Background: an optimization exercise with open tools, aiming at small area, a short achievable clock period and few clock cycles per item. Do not read the settings as production practice. No functional check of the RTL was part of this run.

$ cat flow/design.v
module ex_mdu (
  input  logic        clk,
  input  logic        rst,
  input  logic        start,
  input  logic [2:0]  op,
  input  logic [31:0] src_a,
  input  logic [31:0] src_b,
  input  logic        flush,
  input  logic        ex_hold,
  output logic        busy,
  output logic        done,
  output logic [31:0] hi,
  output logic [31:0] lo
);
  localparam int SW = 41;    
  typedef enum logic [2:0] {S_IDLE, S_MUL, S_PRE, S_DIV, S_FIXR, S_FIXQ, S_DONE} state_t;
  state_t      r_state;
  logic [4:0]  r_cnt;   
  logic [32:0] r_a;     
  logic [32:0] r_p;     
  logic [31:0] r_b;     
  logic [3:0]  r_one;   
  logic [3:0]  r_two;
  logic [3:0]  r_neg;
  logic        r_x5;    
  logic        r_an;    
  logic        r_nq;    
  logic [31:0] r_hi;
  logic [31:0] r_lo;
  logic w_sgn, w_go, w_last;
  assign w_sgn  = ~op[0];
  assign w_go   = (r_state == S_IDLE) & start;
  assign w_last = (r_cnt == 5'd0);
  logic [32:0]   w_pin;
  logic [SW-1:0] w_row [0:5];
  logic [SW-1:0] w_sum;
  assign w_pin = (r_state == S_FIXQ) ? 33'd0 : r_p;
  always_comb begin
    logic [33:0] xe, m;
    xe = {r_a[32], r_a};
    for (int i = 0; i < 6; i++) w_row[i] = '0;
    for (int i = 0; i < 4; i++) begin
      m = ({34{r_one[i]}} & xe) | ({34{r_two[i]}} & {xe[32:0], 1'b0});
      m = m ^ {34{r_neg[i]}};
      m[33] = ~m[33];
      w_row[i] = SW'(m) << (2*i);
    end
    w_row[4] = {8'b0, ~w_pin[32], w_pin[31:0]};
    w_row[3][0] = r_neg[0];
    w_row[3][2] = r_neg[1];
    w_row[3][4] = r_neg[2];
    w_row[5] = SW'(-(41'h1 << 32) - (41'h1 << 33) - (41'h1 << 35) - (41'h1 << 37) - (41'h1 << 39));
    w_row[5][6] = r_neg[3];
  end
  assign w_sum = w_row[0] + w_row[1] + w_row[2] + w_row[3] + w_row[4] + w_row[5];
  logic [8:0] w_bb;
  logic [3:0] w_one, w_two, w_neg;
  always_comb begin
    for (int i = 0; i < 4; i++) begin
      w_one[i] = w_bb[2*i+1] ^ w_bb[2*i];
      w_two[i] = (w_bb[2*i+2] & ~w_bb[2*i+1] & ~w_bb[2*i]) | (~w_bb[2*i+2] & w_bb[2*i+1] & w_bb[2*i]);
      w_neg[i] = w_bb[2*i+2];
    end
  end
  logic [31:0] w_xa, w_xb;
  logic [5:0]  w_la, w_lb;
  logic        w_qzero;
  logic [5:0]  w_dd;
  logic [4:0]  w_d;
  logic        w_q;
  logic        w_zero;
  function automatic logic [5:0] bitlen(input logic [31:0] x);
    logic [5:0] n;
    integer i;
    n = 6'd0;
    for (i = 0; i < 32; i = i + 1) if (x[i]) n = i[5:0] + 6'd1;
    bitlen = n;
  endfunction
  assign w_xa    = r_an ? ~r_p[31:0] : r_p[31:0];
  assign w_xb    = r_a[32] ? ~r_a[31:0] : r_a[31:0];
  assign w_la    = bitlen(w_xa) + {5'd0, r_an};
  assign w_lb    = bitlen(w_xb);
  assign w_qzero = (w_la < w_lb);
  assign w_dd    = w_la - w_lb;
  assign w_d     = w_dd[5] ? 5'd31 : w_dd[4:0];
  assign w_zero = (w_sum[33:0] == 34'd0);
  assign w_q    = r_an ? (w_sum[SW-1] | w_zero) : ~w_sum[SW-1];
  logic [32:0] w_p_n;
  logic [31:0] w_b_n;
  logic        w_res;    
  logic        w_tofixq;
  always_comb begin
    w_p_n = r_p;
    w_b_n = r_b;
    case (r_state)
      S_IDLE: begin
        w_p_n = op[1] ? {w_sgn & src_a[31], src_a} : 33'd0;
        w_b_n = op[1] ? 32'd0 : src_a;
      end
      S_MUL: begin
        if (r_x5 & w_last) begin
          w_p_n = w_sum[32:0];
        end else begin
          w_p_n = w_sum[40:8];
          w_b_n = {w_sum[7:0], r_b[31:8]};
        end
      end
      S_DIV: begin
        w_p_n = w_sum[32:0];
        w_b_n = {r_b[30:0], w_q};
      end
      S_FIXR: w_p_n = w_sum[32:0];
      default: ;
    endcase
  end
  always_comb begin
    w_bb = 9'd0;
    case (r_state)
      S_IDLE: w_bb = {src_a[7:0], 1'b0};
      S_MUL:  w_bb = (r_x5 & (r_cnt == 5'd1)) ? {8'd0, r_b[7]} : {r_b[15:8], r_b[7]};
      default: ;
    endcase
  end
  assign w_tofixq = r_nq & (((r_state == S_DIV) & w_last & w_q) | (r_state == S_FIXR));
  assign w_res = ~flush & (((r_state == S_MUL) & w_last) |
                           ((r_state == S_DIV) & w_last & w_q & ~r_nq) |
                           ((r_state == S_FIXR) & ~r_nq) |
                           ((r_state == S_PRE) & w_qzero) | (r_state == S_FIXQ));
  assign busy = ~flush & ((r_state == S_MUL) | (r_state == S_PRE) | (r_state == S_DIV) |
                          (r_state == S_FIXR) | (r_state == S_FIXQ) | (w_go & ~op[2]));
  assign done = (r_state == S_DONE);
  assign hi   = r_hi;
  assign lo   = r_lo;
  always_ff @(posedge clk) begin
    r_p <= w_p_n;
    r_b <= w_b_n;
    if (r_state == S_IDLE || r_state == S_MUL) begin
      r_one <= w_one;
      r_two <= w_two;
      r_neg <= w_neg;
    end else begin
      r_one <= 4'b0001;
      r_two <= 4'b0000;
      case (r_state)
        S_PRE:   r_neg <= {3'b000, ~r_nq};
        S_DIV:   r_neg <= {3'b000, (w_last & w_q) | (w_q ^ r_nq)};
        default: r_neg <= 4'b0001;
      endcase
    end
    if (w_go) begin
      r_a   <= {w_sgn & src_b[31], src_b};
      r_an  <= w_sgn & src_a[31];
      r_nq  <= w_sgn & (src_a[31] ^ src_b[31]);
      r_x5  <= op[0] & src_a[31];
      r_cnt <= (op[0] & src_a[31]) ? 5'd4 : 5'd3;
    end else begin
      r_cnt <= r_cnt - 5'd1;
      case (r_state)
        S_PRE: begin
          r_a   <= r_a << w_d;
          r_cnt <= w_d;
        end
        S_DIV:  if (w_tofixq) r_a <= {1'b0, w_b_n};
                else if (!w_last) r_a <= {r_a[32], r_a[32:1]};
        S_FIXR: r_a <= {1'b0, w_b_n};
        default: ;
      endcase
    end
    if (rst) begin
      r_state <= S_IDLE;
      r_hi    <= 32'd0;
      r_lo    <= 32'd0;
    end else begin
      if (w_res) begin
        r_hi <= w_p_n[31:0];
        r_lo <= (r_state == S_FIXQ) ? w_sum[31:0] : w_b_n;
      end
      if (flush) begin
        r_state <= S_IDLE;
      end else begin
        case (r_state)
          S_IDLE: begin
            if (start) begin
              if (!op[2]) begin
                if (!op[1]) begin
                  r_state <= S_MUL;
                end else if (src_b == 32'd0) begin
                  r_hi    <= src_a;
                  r_lo    <= 32'hFFFF_FFFF;
                  r_state <= S_DONE;
                end else begin
                  r_state <= S_PRE;
                end
              end else if (op == 3'd4) begin
                r_hi <= src_a;
              end else if (op == 3'd5) begin
                r_lo <= src_a;
              end
            end
          end
          S_MUL:  if (w_last) r_state <= S_DONE;
          S_PRE:  r_state <= w_qzero ? S_DONE : S_DIV;
          S_DIV:  if (w_last) r_state <= !w_q ? S_FIXR : (r_nq ? S_FIXQ : S_DONE);
          S_FIXR: r_state <= r_nq ? S_FIXQ : S_DONE;
          S_FIXQ: r_state <= S_DONE;
          S_DONE: if (!ex_hold) r_state <= S_IDLE;
          default: r_state <= S_IDLE;
        endcase
      end
    end
  end
endmodule
$ cat flow/run.sh
#!/bin/bash
# synth_recipe.tcl (not shown) runs the flow's synth.tcl, then flattens the netlist and writes it again
# the make line also repeats each setting of config.mk as NAME=value (left out here)
make -C /OpenROAD-flow-scripts/flow DESIGN_CONFIG=/design/flow/config.mk WORK_HOME=/design/flow/orfs CLKGATE_MAP_FILE= SYNTH_SCRIPT=/design/flow/synth_recipe.tcl finish
$ cat flow/config.mk
export PLATFORM = sky130hd
export DESIGN_NAME = ex_mdu
export DESIGN_NICKNAME = ex_mdu
export VERILOG_FILES = /design/flow/design.v
export SDC_FILE = /design/flow/constraint.sdc
export NUM_CORES = 4
export LEC_CHECK = 0
export ABC_CLOCK_PERIOD_IN_PS = 4500
export CAP_MARGIN = 20
export CORE_MARGIN = 2
export CORE_UTILIZATION = 40
export SETUP_SLACK_MARGIN = 4.2
export SLEW_MARGIN = 20
$ cat flow/constraint.sdc
create_clock -name core_clock -period 9.0 [get_ports {clk}]
set_input_delay 1.8000 -clock core_clock [delete_from_list [all_inputs] [get_ports {clk}]]
set_output_delay 1.8000 -clock core_clock [all_outputs]
set_load 0.01 [all_outputs]
==> flow_metrics.py <==
metrics = {
    "cts": {
        "holdBufCountCts": 0,
        "cts.htree.levels": 4,
        "clock-sinks": 185,
        "numCtsBuffers": 17,
        "cts_tree": "done",
        "path_clk_slew_ns": 0.08,
        "clockBufferDepth": 2,
        "cts-root-buf": "clkbuf_16",
        "clk_latency_ns": 0.48,
    },
    "yosys": {
        "synthesis.nets": 2996,
        "yosys_most_used_dff": "dfxtp_1",
        "synth_seq_cells": 185,
        "netlist_area_um2": 21400,
        "ys_async_sr_fraction_pct": 0,
        "syn_inst": 2732,
        "seq_area_frac_synth_pct": 19.1,
        "yosys_warnings": 2,
        "synth_edf_count": 37,
        "synth.avg_cell_area_um2": 7.82,
        "synthDistinctLibCells": 82,
    },
    "cells_and_area": {
        "area_growth_pct": 38.7,
        "final_cells": 3665,
        "antenna_cells": 0,
        "drive_above_1_share_pct": 26.5,
        "finalNetCount": 3228,
    },
    "drt": {
        "via_per_inst": 6.52,
        "drc": 0,
        "dr.pass1.iters": 8,
        "wirelength_mm": 105,
        "ant_nets": 0,
        "vias": 23900,
        "drtIter0Drc": 3052,
        "wl_per_cell_um": 28.6,
    },
    "sta": {
        "slew_violations": 0,
        "tns_ns": 0,
        "setup_viol": 0,
        "hold_violations": 0,
        "min_period_ns": 6.45,
        "skew_ns": 0.0237,
        "rsz0062_at_grt": "true",
        "fin_crit_sh_pct": 71.6,
        "clock.fmax_mhz": 155,
        "hold_slack_ns": 0.533,
        "maxSlewHeadroom_pct": 20.9,
        "worst_slew_pin_slew_ns": 1.19,
    },
    "setup_path": {
        "slowest_delay_ns": 0.49,
        "cp_max_fo": 8,
        "cp.arrival_ns": 6.79,
        "cp-start-kind": "flip-flop",
        "worstSetupPathType": "reg -> reg",
        "critPathSlowestCell": "fa_1",
        "cp_common_cell": "buf_12",
        "setup.worst_path.end_class": "flip-flop",
        "required_ns": 9.35,
    },
    "placement": {
        "dp_hpwl_mm": 73.0,
        "port-buffer-count": 137,
        "dp_cells": 3389,
        "place_congestion": 0.975,
    },
    "floorplanning": {
        "start_util_pct": 40.6,
        "num_rows": 84,
        "core_um2": 52700,
        "fp.dieW_um": 235,
        "dieHeight_um": 235,
        "ios": 138,
        "die_area_um2": 55300,
    },
    "global_route": {
        "antenna_found_initial": 1,
        "grtUsageTotal_pct": 36.1,
        "grt_max_degree": 70,
        "grt_pass1_wl_mm": 151,
        "grt_pass1_vias": 22900,
        "grt_overflow": 0,
    },
    "run": {
        "cap_violations": 0,
    },
    "worst_hold_path": {
        "hold_class": "reg -> reg",
    },
    "outcome": {
        "outcome": "finished clean",
    },
}
==> repair_timing <==
item	in CTS	in global routing
gates resized for setup	413	199
buffers inserted	150	68
pin swaps	72	89
hold endpoints to repair	0	0
cloned	22	4
setup endpoints to repair	173	168
==> final timing paths <==
| kind | to | cells past startpoint | from | slack (ns) |
|---|---|---|---|---|
| hold / removal | r_hi[5]$_SDFF_PP0_ | 2 | r_hi[5]$_SDFF_PP0_ | 0.53 |
| setup reg to reg | r_lo[9]$_SDFF_PP0_ | 26 | r_state[1]$_SDFFE_PP0P_ | 2.55 |
| setup / recovery | r_lo[9]$_SDFF_PP0_ | 26 | r_state[1]$_SDFFE_PP0P_ | 2.55 |
| hold reg to reg | r_hi[5]$_SDFF_PP0_ | 2 | r_hi[5]$_SDFF_PP0_ | 0.53 |
==> kinds of logic (layout without fill, tap and decap cells) <==
| kind of cell | after synthesis | in the layout | share of synthesized area [%] |
|---|---|---|---|
| AO/OA/AOI/OAI | 812 | 813 | 27.7 |
| XOR/XNOR | 186 | 186 | 7.63 |
| adder cells (fa/ha/maj) | 192 | 192 | 14.7 |
| buffers and inverters | 445 | 689 | 8.17 |
| flip-flops | 185 | 185 | 19.1 |
| multiplexers | 116 | 116 | 5.72 |
| AND/OR/NAND/NOR | 796 | 796 | 17.0 |
==> cell type report <==
type	instances	area [um^2]
Fill cell	4702	23000
Multi-Input combinational cell	2103	18500
Timing Repair Buffer	456	4840
Sequential cell	185	4130
Tap cell	688	861
Inverter	201	757
Clock buffer	18	429
Clock inverter	14	135
==> worst max-delay path, delay by kind of cell (launching register included) <==
kind	cells	cell delay, ns
simple gates	6	1.23
compound gates	7	1.74
buf+inv	9	1.14
fa+ha+maj	4	1.80
flops	1	0.36
==> cell usage after synthesis (24+ instances only) <==
master	instances	area, um^2
a222oi_1	24	240
xnor2_1	158	1380
a2111oi_2	40	601
nand3_1	49	245
a31oi_1	29	181
inv_1	196	736
o21a_1	24	180
fa_1	97	1940
clkbuf_1	191	717
edfxtp_1	37	1110
xor2_1	28	245
o22ai_1	24	150
a21o_1	26	195
and2_1	36	225
buf_2	27	135
nor3_1	33	165
dfxtp_1	148	2960
or3_1	31	194
o21ai_0	128	641
a221oi_1	45	394
mux2i_1	103	1030
nor2_1	339	1270
a22oi_1	137	1030
ha_1	95	1190
a21oi_1	150	751
nand2_1	196	736
==> sequential cells by signal, summed over array words and instances (netlist names) <==
name     count
r_two        4
r_x5         1
r_an         1
r_neg        4
r_hi        32
r_cnt        5
r_p         33
r_nq         1
r_lo        32
r_one        4
r_state      3
r_b         32
r_a         33
==> metrics by stage <==
stage | utilization (%) | worst slack (ns) | instance area [um^2]
after floorplan | - | 2.52 | 21900
after global placement | 44.7 | 1.56 | 23600
after detailed placement | 44.7 | 1.55 | 23600
after CTS | 53.0 | 2.69 | 27900
after global routing | 56.2 | 2.41 | 29600
final | 56.2 | 2.55 | 29600
==> layout by cell type (no fill, tap or decap), drive strengths merged, types with 10 or more instances in the layout <==
cell type        n
nor2           339
buf            316
inv            206
nand2          196
xnor2          158
a21oi          152
dfxtp          148
o21ai          138
a22oi          137
clkdlybuf4s50  133
mux2i          103
fa              97
ha              95
a2111oi         61
nand3           49
a221oi          45
edfxtp          37
and2            36
nor3            33
or3             31
a31oi           29
xor2            28
a21o            26
a222oi          24
o22ai           24
o21a            24
o211ai          22
o221ai          22
clkbuf          21
and3            18
a211oi          18
a21boi          17
nor4            17
nand3b          13
and4            12
nor2b           10
==> routing by layer <==
metal	global-route usage (%)	up-vias	wire (um)
met2	57.4	1446	47500
met1	46.9	11800	41200
met3	6.26	303	9760
li1	-	10300	-
met4	18.9	0	6300
met5	0	-	0

[port drivers added, routing unchanged]
No port has a modelled driver above. Below, the same layout with a new extraction and two added sets of constraints.
Step 1 assumes that a clkbuf_16 drives the clock port and a buf_2 every other input.
Step 2 times the ports against the registers' clock, not the clock port: input delays grow and output delays shrink by t, the midpoint of the rising clock arrivals with the driver on.
Slacks: ideal / step 1 / step 2; pairs: ideal / step 1.
t (ns): 0.525
setup slack, ns: 2.552 / 2.552 / 2.552
slew at the worst register clock pin (ns): 0.09 / 0.09
worst slew at a driven data input, ns: 0.04
pins driven straight from the clock port: 1
After both steps this run still meets setup and hold. The setup slack of this run moves by 0.000 ns with the drivers and by 0.000 ns with both steps.
